This design comes from an exercise in tuning for small area and a short achievable clock period on the open sky130 flow, not from production work. In this exercise RTL edits were held to simulation tests only and were not proved equivalent to the original. Power figures rest on the tool's default switching activity, not on a simulated workload.

==> inputs of job 1155 <==
// decode_regfile
module decode_regfile #(
   parameter bit          BYPASS   = 1'b0,
   parameter logic [63:0] RSP_INIT = 64'h0000_0000_0000_0400
) (
   input  logic        clk_i,
   input  logic        rst_n_i,
   input  logic [3:0]  icode_i,
   input  logic [3:0]  rA_i,
   input  logic [3:0]  rB_i,
   input  logic        cnd_i,
   input  logic [63:0] valE_i,
   input  logic [63:0] valM_i,
   input  logic        wb_en_i,
   output logic [3:0]  srcA_o,
   output logic [3:0]  srcB_o,
   output logic [3:0]  dstE_o,
   output logic [3:0]  dstM_o,
   output logic [63:0] valA_o,
   output logic [63:0] valB_o
);
==> module decode_regfile, before the edit <==
module decode_regfile #(
   parameter bit          BYPASS   = 1'b0,
   parameter logic [63:0] RSP_INIT = 64'h0000_0000_0000_0400
) (
   input  logic        clk_i,
   input  logic        rst_n_i,
   input  logic [3:0]  icode_i,
   input  logic [3:0]  rA_i,
   input  logic [3:0]  rB_i,
   input  logic        cnd_i,
   input  logic [63:0] valE_i,
   input  logic [63:0] valM_i,
   input  logic        wb_en_i,
   output logic [3:0]  srcA_o,
   output logic [3:0]  srcB_o,
   output logic [3:0]  dstE_o,
   output logic [3:0]  dstM_o,
   output logic [63:0] valA_o,
   output logic [63:0] valB_o
);
   localparam logic [3:0] I_CMOVQ  = 4'h2;
   localparam logic [3:0] I_IRMOVQ = 4'h3;
   localparam logic [3:0] I_RMMOVQ = 4'h4;
   localparam logic [3:0] I_MRMOVQ = 4'h5;
   localparam logic [3:0] I_OPQ    = 4'h6;
   localparam logic [3:0] I_CALL   = 4'h8;
   localparam logic [3:0] I_RET    = 4'h9;
   localparam logic [3:0] I_PUSHQ  = 4'hA;
   localparam logic [3:0] I_POPQ   = 4'hB;
   localparam logic [3:0] RSP      = 4'h4;
   localparam logic [3:0] RNONE    = 4'hF;
   logic [3:0]  srca, srcb, dste, dstm;
   logic [14:0][63:0] rf_q;
   logic [14:0] vld_q;
   logic [14:0] we_e, we_m, s_hold, s_e, s_m;
   logic [14:0] rd_a, rd_b, rst_a, rst_b;
   logic        fwd_en;
   always_comb begin
      srca = RNONE;
      srcb = RNONE;
      dste = RNONE;
      dstm = RNONE;
      unique case (icode_i)
         I_CMOVQ: begin
            srca = rA_i;
            dste = cnd_i ? rB_i : RNONE;
         end
         I_IRMOVQ: dste = rB_i;
         I_RMMOVQ: begin
            srca = rA_i;
            srcb = rB_i;
         end
         I_MRMOVQ: begin
            srcb = rB_i;
            dstm = rA_i;
         end
         I_OPQ: begin
            srca = rA_i;
            srcb = rB_i;
            dste = rB_i;
         end
         I_CALL: begin
            srcb = RSP;
            dste = RSP;
         end
         I_RET: begin
            srca = RSP;
            srcb = RSP;
            dste = RSP;
         end
         I_PUSHQ: begin
            srca = rA_i;
            srcb = RSP;
            dste = RSP;
         end
         I_POPQ: begin
            srca = RSP;
            srcb = RSP;
            dste = RSP;
            dstm = rA_i;
         end
         default: ;
      endcase
   end
   assign srcA_o = srca;
   assign srcB_o = srcb;
   assign dstE_o = dste;
   assign dstM_o = dstm;
   always_comb begin
      for (int i = 0; i < 15; i++) begin
         we_e[i]   = wb_en_i && dste == 4'(i);
         we_m[i]   = wb_en_i && dstm == 4'(i);
         s_hold[i] = !(we_e[i] || we_m[i]);
         s_e[i]    = we_e[i] && !we_m[i];
         s_m[i]    = we_m[i];
      end
   end
   always_ff @(posedge clk_i or negedge rst_n_i) begin
      if (!rst_n_i) vld_q <= '0;
      else          vld_q <= vld_q | we_e | we_m;
   end
   logic [14:0][63:0] rf_d, rf_nq;
   assign rf_nq = ~rf_q;
   logic [63:0] n_vale, n_valm;
   assign n_vale = ~valE_i;
   assign n_valm = ~valM_i;
   for (genvar i = 0; i < 15; i++) begin : g_wr
      for (genvar j = 0; j < 64; j++) begin : g_bit
         drf_wbit u_w (
            .nq_i(rf_nq[i][j]), .hold_i(s_hold[i]),
            .ne_i(n_vale[j]), .se_i(s_e[i]),
            .nm_i(n_valm[j]), .sm_i(s_m[i]),
            .d_o(rf_d[i][j]));
      end
   end
   always_ff @(posedge clk_i) begin
      for (int i = 0; i < 15; i++)
         rf_q[i] <= rf_d[i];
   end
   always_comb begin
      for (int i = 0; i < 15; i++) begin
         rd_a[i]  = srca == 4'(i) &&  vld_q[i];
         rd_b[i]  = srcb == 4'(i) &&  vld_q[i];
         rst_a[i] = srca == 4'(i) && !vld_q[i];
         rst_b[i] = srcb == 4'(i) && !vld_q[i];
      end
   end
   assign fwd_en = BYPASS && wb_en_i && rst_n_i;
   logic [63:0] rda, rdb;
   logic [63:0][14:0] rf_t;
   logic [14:0] nsel_a, nsel_b;
   assign nsel_a = ~rd_a;
   assign nsel_b = ~rd_b;
   for (genvar j = 0; j < 64; j++) begin : g_t
      for (genvar i = 0; i < 15; i++) begin : g_r
         assign rf_t[j][i] = rf_nq[i][j];
      end
   end
   for (genvar j = 0; j < 64; j++) begin : g_rd
      drf_rbit #(.XTRA(RSP_INIT[j])) u_ra (
         .nq_i(rf_t[j]), .nsel_i(nsel_a), .x_i(rst_a[4]), .v_o(rda[j]));
      drf_rbit #(.XTRA(RSP_INIT[j])) u_rb (
         .nq_i(rf_t[j]), .nsel_i(nsel_b), .x_i(rst_b[4]), .v_o(rdb[j]));
   end
   always_comb begin
      valA_o = rda;
      valB_o = rdb;
      if (fwd_en && srca != RNONE && srca == dstm)      valA_o = valM_i;
      else if (fwd_en && srca != RNONE && srca == dste) valA_o = valE_i;
      if (fwd_en && srcb != RNONE && srcb == dstm)      valB_o = valM_i;
      else if (fwd_en && srcb != RNONE && srcb == dste) valB_o = valE_i;
   end
endmodule
==> module drf_rbit, before the edit <==
module drf_rbit #(
   parameter bit XTRA = 1'b0
) (
   input  logic [14:0] nq_i,
   input  logic [14:0] nsel_i,
   input  logic        x_i,
   output logic        v_o
);
   assign v_o = ~&(nsel_i | nq_i) | (XTRA & x_i);
endmodule
export LEC_CHECK = 0
export CAP_MARGIN = 20
export CORE_MARGIN = 2
export CORE_UTILIZATION = 50
export CTS_BUF_LIST = sky130_fd_sc_hd__clkbuf_4 sky130_fd_sc_hd__clkbuf_8
export SETUP_SLACK_MARGIN = 0.1
export SLEW_MARGIN = 20
export SYNTH_HIERARCHICAL = 1
export SYNTH_MINIMUM_KEEP_SIZE = 0
create_clock -name core_clock -period 4.5 [get_ports {clk_i}]
standard.sh (not shown) runs the stock make flow with config.mk's settings and CLKGATE_MAP_FILE= SYNTH_SCRIPT=/design/flow/synth_recipe.tcl, a recipe that flattens the netlist after the stock synthesis.
==> flow/flow/run.sh <==
#!/bin/bash
# Standard ORFS layout, with the port buffers made from plain buf cells
# instead of the delay buffers buffer_ports picks by default.
set -euo pipefail
export BUFFER_PORTS_ARGS="-buffer_cell sky130_fd_sc_hd__buf_2"
bash standard.sh > standard.log 2>&1
==> inputs of job 1386, as changes to job 1155 <==
--- a/flow/design.v
+++ b/flow/design.v
@@ -35,3 +35,2 @@
    logic [14:0] we_e, we_m, s_hold, s_e, s_m;
-   logic [14:0] rd_a, rd_b, rst_a, rst_b;
    logic        fwd_en;
@@ -119,10 +118,22 @@
    end
-   always_comb begin
-      for (int i = 0; i < 15; i++) begin
-         rd_a[i]  = srca == 4'(i) &&  vld_q[i];
-         rd_b[i]  = srcb == 4'(i) &&  vld_q[i];
-         rst_a[i] = srca == 4'(i) && !vld_q[i];
-         rst_b[i] = srcb == 4'(i) && !vld_q[i];
-      end
-   end
+   logic ga_r, ga_4, gb_r, gb_4;
+   drf_grp u_grp (.icode_i(icode_i), .ga_r_o(ga_r), .ga_4_o(ga_4),
+                  .gb_r_o(gb_r), .gb_4_o(gb_4));
+   logic [3:0] ra_lo, ra_hi, rb_lo, rb_hi;
+   drf_pdec2 u_pal (.a_i(rA_i[1:0]), .y_o(ra_lo));
+   drf_pdec2 u_pah (.a_i(rA_i[3:2]), .y_o(ra_hi));
+   drf_pdec2 u_pbl (.a_i(rB_i[1:0]), .y_o(rb_lo));
+   drf_pdec2 u_pbh (.a_i(rB_i[3:2]), .y_o(rb_hi));
+   logic [14:0] nsel_a, nsel_b;
+   for (genvar i = 0; i < 15; i++) begin : g_sel
+      drf_sel #(.IS_RSP(i == 4)) u_sa (
+         .lo_i(ra_lo[i % 4]), .hi_i(ra_hi[i / 4]), .g_r_i(ga_r), .g_4_i(ga_4),
+         .vld_i(vld_q[i]), .nsel_o(nsel_a[i]));
+      drf_sel #(.IS_RSP(i == 4)) u_sb (
+         .lo_i(rb_lo[i % 4]), .hi_i(rb_hi[i / 4]), .g_r_i(gb_r), .g_4_i(gb_4),
+         .vld_i(vld_q[i]), .nsel_o(nsel_b[i]));
+   end
+   logic rst_a4, rst_b4;
+   assign rst_a4 = srca == RSP && !vld_q[4];
+   assign rst_b4 = srcb == RSP && !vld_q[4];
    assign fwd_en = BYPASS && wb_en_i && rst_n_i;
@@ -130,5 +141,2 @@
    logic [63:0][14:0] rf_t;
-   logic [14:0] nsel_a, nsel_b;
-   assign nsel_a = ~rd_a;
-   assign nsel_b = ~rd_b;
    for (genvar j = 0; j < 64; j++) begin : g_t
@@ -140,5 +148,5 @@
       drf_rbit #(.XTRA(RSP_INIT[j])) u_ra (
-         .nq_i(rf_t[j]), .nsel_i(nsel_a), .x_i(rst_a[4]), .v_o(rda[j]));
+         .nq_i(rf_t[j]), .nsel_i(nsel_a), .x_i(rst_a4), .v_o(rda[j]));
       drf_rbit #(.XTRA(RSP_INIT[j])) u_rb (
-         .nq_i(rf_t[j]), .nsel_i(nsel_b), .x_i(rst_b[4]), .v_o(rdb[j]));
+         .nq_i(rf_t[j]), .nsel_i(nsel_b), .x_i(rst_b4), .v_o(rdb[j]));
    end
@@ -172,3 +180,75 @@
 );
-   assign v_o = ~&(nsel_i | nq_i) | (XTRA & x_i);
-endmodule
+   logic [7:0] p;
+   logic [3:0] n;
+   for (genvar k = 0; k < 7; k++) begin : g_p
+      drf_oai22 u_p (.a1_i(nsel_i[2*k]), .a2_i(nq_i[2*k]),
+                     .b1_i(nsel_i[2*k+1]), .b2_i(nq_i[2*k+1]), .y_o(p[k]));
+   end
+   if (XTRA) begin : g_x
+      drf_oai21x u_p (.a1_i(nsel_i[14]), .a2_i(nq_i[14]), .x_i(x_i), .y_o(p[7]));
+   end else begin : g_nx
+      drf_nor2 u_p (.a_i(nsel_i[14]), .b_i(nq_i[14]), .y_o(p[7]));
+   end
+   for (genvar k = 0; k < 4; k++) begin : g_n
+      drf_nor2 u_n (.a_i(p[2*k]), .b_i(p[2*k+1]), .y_o(n[k]));
+   end
+   drf_nand4 u_v (.a_i(n), .y_o(v_o));
+endmodule
+module drf_oai22 (
+   input  logic a1_i, a2_i, b1_i, b2_i,
+   output logic y_o
+);
+   assign y_o = ~((a1_i | a2_i) & (b1_i | b2_i));
+endmodule
+module drf_oai21x (
+   input  logic a1_i, a2_i, x_i,
+   output logic y_o
+);
+   assign y_o = ~(a1_i | a2_i) | x_i;
+endmodule
+module drf_nor2 (
+   input  logic a_i, b_i,
+   output logic y_o
+);
+   assign y_o = ~(a_i | b_i);
+endmodule
+module drf_nand4 (
+   input  logic [3:0] a_i,
+   output logic       y_o
+);
+   assign y_o = ~&a_i;
+endmodule
+module drf_sel #(
+   parameter bit IS_RSP = 1'b0
+) (
+   input  logic lo_i,
+   input  logic hi_i,
+   input  logic g_r_i,
+   input  logic g_4_i,
+   input  logic vld_i,
+   output logic nsel_o
+);
+   assign nsel_o = ~(vld_i && ((g_r_i && lo_i && hi_i) || (IS_RSP && g_4_i)));
+endmodule
+module drf_pdec2 (
+   input  logic [1:0] a_i,
+   output logic [3:0] y_o
+);
+   always_comb begin
+      for (int k = 0; k < 4; k++) y_o[k] = a_i == 2'(k);
+   end
+endmodule
+module drf_grp (
+   input  logic [3:0] icode_i,
+   output logic       ga_r_o,
+   output logic       ga_4_o,
+   output logic       gb_r_o,
+   output logic       gb_4_o
+);
+   assign ga_r_o = icode_i == 4'h2 || icode_i == 4'h4 || icode_i == 4'h6 ||
+                   icode_i == 4'hA;
+   assign ga_4_o = icode_i == 4'hB || icode_i == 4'h9;
+   assign gb_r_o = icode_i == 4'h4 || icode_i == 4'h5 || icode_i == 4'h6;
+   assign gb_4_o = icode_i == 4'hA || icode_i == 4'hB || icode_i == 4'h8 ||
+                   icode_i == 4'h9;
+endmodule
Settings changed: CORE_UTILIZATION 50 to 35, CTS_BUF_LIST sky130_fd_sc_hd__clkbuf_4 sky130_fd_sc_hd__clkbuf_8 to sky130_fd_sc_hd__clkbuf_8 sky130_fd_sc_hd__clkbuf_16, CTS_CLUSTER_DIAMETER from default to 60, CTS_CLUSTER_SIZE from default to 30, PLACE_DENSITY from default to 0.5, SETUP_SLACK_MARGIN 0.1 to 0.8.
==> inputs of job 187, as changes to job 1155 <==
--- a/flow/design.v
+++ b/flow/design.v
@@ -35,3 +35,2 @@
    logic [14:0] we_e, we_m, s_hold, s_e, s_m;
-   logic [14:0] rd_a, rd_b, rst_a, rst_b;
    logic        fwd_en;
@@ -119,10 +118,22 @@
    end
-   always_comb begin
-      for (int i = 0; i < 15; i++) begin
-         rd_a[i]  = srca == 4'(i) &&  vld_q[i];
-         rd_b[i]  = srcb == 4'(i) &&  vld_q[i];
-         rst_a[i] = srca == 4'(i) && !vld_q[i];
-         rst_b[i] = srcb == 4'(i) && !vld_q[i];
-      end
-   end
+   logic ga_r, ga_4, gb_r, gb_4;
+   drf_grp u_grp (.icode_i(icode_i), .ga_r_o(ga_r), .ga_4_o(ga_4),
+                  .gb_r_o(gb_r), .gb_4_o(gb_4));
+   logic [3:0] ra_lo, ra_hi, rb_lo, rb_hi;
+   drf_pdec2 u_pal (.a_i(rA_i[1:0]), .y_o(ra_lo));
+   drf_pdec2 u_pah (.a_i(rA_i[3:2]), .y_o(ra_hi));
+   drf_pdec2 u_pbl (.a_i(rB_i[1:0]), .y_o(rb_lo));
+   drf_pdec2 u_pbh (.a_i(rB_i[3:2]), .y_o(rb_hi));
+   logic [14:0] nsel_a, nsel_b;
+   for (genvar i = 0; i < 15; i++) begin : g_sel
+      drf_sel #(.IS_RSP(i == 4)) u_sa (
+         .lo_i(ra_lo[i % 4]), .hi_i(ra_hi[i / 4]), .g_r_i(ga_r), .g_4_i(ga_4),
+         .vld_i(vld_q[i]), .nsel_o(nsel_a[i]));
+      drf_sel #(.IS_RSP(i == 4)) u_sb (
+         .lo_i(rb_lo[i % 4]), .hi_i(rb_hi[i / 4]), .g_r_i(gb_r), .g_4_i(gb_4),
+         .vld_i(vld_q[i]), .nsel_o(nsel_b[i]));
+   end
+   logic rst_a4, rst_b4;
+   assign rst_a4 = srca == RSP && !vld_q[4];
+   assign rst_b4 = srcb == RSP && !vld_q[4];
    assign fwd_en = BYPASS && wb_en_i && rst_n_i;
@@ -130,5 +141,2 @@
    logic [63:0][14:0] rf_t;
-   logic [14:0] nsel_a, nsel_b;
-   assign nsel_a = ~rd_a;
-   assign nsel_b = ~rd_b;
    for (genvar j = 0; j < 64; j++) begin : g_t
@@ -140,5 +148,5 @@
       drf_rbit #(.XTRA(RSP_INIT[j])) u_ra (
-         .nq_i(rf_t[j]), .nsel_i(nsel_a), .x_i(rst_a[4]), .v_o(rda[j]));
+         .nq_i(rf_t[j]), .nsel_i(nsel_a), .x_i(rst_a4), .v_o(rda[j]));
       drf_rbit #(.XTRA(RSP_INIT[j])) u_rb (
-         .nq_i(rf_t[j]), .nsel_i(nsel_b), .x_i(rst_b[4]), .v_o(rdb[j]));
+         .nq_i(rf_t[j]), .nsel_i(nsel_b), .x_i(rst_b4), .v_o(rdb[j]));
    end
@@ -172,3 +180,75 @@
 );
-   assign v_o = ~&(nsel_i | nq_i) | (XTRA & x_i);
-endmodule
+   logic [7:0] p;
+   logic [3:0] n;
+   for (genvar k = 0; k < 7; k++) begin : g_p
+      drf_oai22 u_p (.a1_i(nsel_i[2*k]), .a2_i(nq_i[2*k]),
+                     .b1_i(nsel_i[2*k+1]), .b2_i(nq_i[2*k+1]), .y_o(p[k]));
+   end
+   if (XTRA) begin : g_x
+      drf_oai21x u_p (.a1_i(nsel_i[14]), .a2_i(nq_i[14]), .x_i(x_i), .y_o(p[7]));
+   end else begin : g_nx
+      drf_nor2 u_p (.a_i(nsel_i[14]), .b_i(nq_i[14]), .y_o(p[7]));
+   end
+   for (genvar k = 0; k < 4; k++) begin : g_n
+      drf_nor2 u_n (.a_i(p[2*k]), .b_i(p[2*k+1]), .y_o(n[k]));
+   end
+   drf_nand4 u_v (.a_i(n), .y_o(v_o));
+endmodule
+module drf_oai22 (
+   input  logic a1_i, a2_i, b1_i, b2_i,
+   output logic y_o
+);
+   assign y_o = ~((a1_i | a2_i) & (b1_i | b2_i));
+endmodule
+module drf_oai21x (
+   input  logic a1_i, a2_i, x_i,
+   output logic y_o
+);
+   assign y_o = ~(a1_i | a2_i) | x_i;
+endmodule
+module drf_nor2 (
+   input  logic a_i, b_i,
+   output logic y_o
+);
+   assign y_o = ~(a_i | b_i);
+endmodule
+module drf_nand4 (
+   input  logic [3:0] a_i,
+   output logic       y_o
+);
+   assign y_o = ~&a_i;
+endmodule
+module drf_sel #(
+   parameter bit IS_RSP = 1'b0
+) (
+   input  logic lo_i,
+   input  logic hi_i,
+   input  logic g_r_i,
+   input  logic g_4_i,
+   input  logic vld_i,
+   output logic nsel_o
+);
+   assign nsel_o = ~(vld_i && ((g_r_i && lo_i && hi_i) || (IS_RSP && g_4_i)));
+endmodule
+module drf_pdec2 (
+   input  logic [1:0] a_i,
+   output logic [3:0] y_o
+);
+   always_comb begin
+      for (int k = 0; k < 4; k++) y_o[k] = a_i == 2'(k);
+   end
+endmodule
+module drf_grp (
+   input  logic [3:0] icode_i,
+   output logic       ga_r_o,
+   output logic       ga_4_o,
+   output logic       gb_r_o,
+   output logic       gb_4_o
+);
+   assign ga_r_o = icode_i == 4'h2 || icode_i == 4'h4 || icode_i == 4'h6 ||
+                   icode_i == 4'hA;
+   assign ga_4_o = icode_i == 4'hB || icode_i == 4'h9;
+   assign gb_r_o = icode_i == 4'h4 || icode_i == 4'h5 || icode_i == 4'h6;
+   assign gb_4_o = icode_i == 4'hA || icode_i == 4'hB || icode_i == 4'h8 ||
+                   icode_i == 4'h9;
+endmodule
Settings changed: CORE_UTILIZATION 50 to 35, CTS_BUF_LIST sky130_fd_sc_hd__clkbuf_4 sky130_fd_sc_hd__clkbuf_8 to sky130_fd_sc_hd__clkbuf_8 sky130_fd_sc_hd__clkbuf_16, CTS_CLUSTER_DIAMETER from default to 60, CTS_CLUSTER_SIZE from default to 30, PLACE_DENSITY from default to 0.5, SETUP_SLACK_MARGIN 0.1 to 0.4.
==> results.py <==
metrics = {
    "run_status": {
        "outcome": "timing/DRC/antenna clean",
    },
    "timing": {
        "max_freq_ghz": 0.260,
        "setup_ws_ns": 0.656,
        "post-route-min-period_ns": 3.84,
    },
    "layout": {
        "fillers": 12182,
        "num-multi-input-gates": 2812,
        "instances_no_fill": 7279,
    },
    "power": {
        "switching_power_w": 0.00800,
        "power_w": 0.0264,
    },
    "synthesis": {
        "ys_top_cells_by_area": "dfxtp_1 44%, a222oi_1 22%, o22ai_1 13%",
        "syn_inst": 4889,
        "ys_seq_area_share_pct": 45.2,
    },
    "die": {
        "taps": 1637,
        "start_util_pct": 35.2,
    },
    "critical_path": {
        "crit_fanout": 26,
        "r2r-start": "vld_q[4]$_DFF_PN0_",
        "timing.rr.end": "vld_q[4]$_DFF_PN0_",
    },
    "clock_network": {
        "clock_latency_ns": 0.74,
        "cts-root-buf": "clkbuf_16",
    },
    "routing": {
        "routedWlPerCell_microns": 35.5,
        "drt-initial-drc-count": 12781,
    },
    "grt": {
        "antenna_found_initial": 8,
    },
}
the above is filed under job 1386

==> results.py <==
metrics = {
    "critical_path": {
        "r2r-start": "vld_q[4]$_DFF_PN0_",
        "crit_fanout": 44,
    },
    "grt": {
        "grt-busiest-layer": "met2",
        "antenna_found_initial": 5,
    },
    "synthesis": {
        "synthMuxAreaShare_pct": 0,
        "syn_inst": 4889,
    },
    "power": {
        "pg_seq_w": 0.0110,
        "switching_power_w": 0.00774,
        "power_w": 0.0260,
        "power.group.top": "sequential cells",
    },
    "timing": {
        "post-route-min-period_ns": 4.04,
        "setup_ws_ns": 0.462,
        "max_freq_ghz": 0.248,
    },
    "routing": {
        "routedWlPerCell_microns": 32.9,
    },
    "layout": {
        "instances_no_fill": 7157,
        "fillers": 12480,
        "nFlopsAndLatches": 975,
        "num-multi-input-gates": 2812,
    },
    "die": {
        "taps": 1637,
    },
    "clock_network": {
        "cts-root-buf": "clkbuf_16",
    },
    "run_status": {
        "outcome": "timing/DRC/antenna clean",
    },
}
the above is filed under job 187

==> results.py <==
metrics = {
    "run_status": {
        "outcome": "timing/DRC/antenna clean",
    },
    "layout": {
        "fillers": 7534,
        "num-multi-input-gates": 2548,
    },
    "grt": {
        "antenna_found_initial": 3,
    },
    "synthesis": {
        "ys_top_cells_by_area": "dfxtp_1 45%, a222oi_1 23%, o22ai_1 13%",
        "ys_seq_area_share_pct": 46.0,
        "syn_inst": 4626,
    },
    "die": {
        "taps": 1144,
    },
    "power": {
        "switching_power_w": 0.00791,
    },
    "critical_path": {
        "r2r-start": "vld_q[14]$_DFF_PN0_",
        "timing.rr.end": "vld_q[14]$_DFF_PN0_",
        "crit_fanout": 22,
    },
    "timing": {
        "max_freq_ghz": 0.228,
        "setup_ws_ns": 0.121,
        "post-route-min-period_ns": 4.38,
    },
    "clock_network": {
        "clock_latency_ns": 0.89,
    },
    "routing": {
        "drt-initial-drc-count": 13747,
    },
}
the above is filed under job 1155

[re-timing with driven ports]
How much do the figures lean on ideal ports? The routed layouts below were timed once more, with nothing changed but the port constraints.
Step 1: set_driving_cell puts a clkbuf_16 on clk_i and a buf_2 on each other input, an assumption about the parent block.
Step 2, shift: input delay + t, output delay - t, t = (earliest + latest rising clock arrival at the registers) / 2. This alone moves slack from input paths to output paths.
Three values: ideal ports, drivers, drivers and shift; two values: the first two.
| run | t, ns | slack for setup (ns) | hold slack, ns |
|---|---|---|---|
| job 1155 | 0.957 | 0.121 / 0.098 / 0.098 | 0.495 / 0.444 / 0.518 |
| job 1386 | 0.794 | 0.656 / 0.608 / 0.185 | 0.145 / 0.113 / 0.518 |
| job 187 | 0.795 | 0.462 / 0.438 / 0.379 | 0.149 / 0.115 / 0.517 |
After both steps every run listed still meets setup and hold. For job 1386, which loses most, drivers alone change the setup slack by -0.048 ns; drivers and shift together by -0.471 ns.
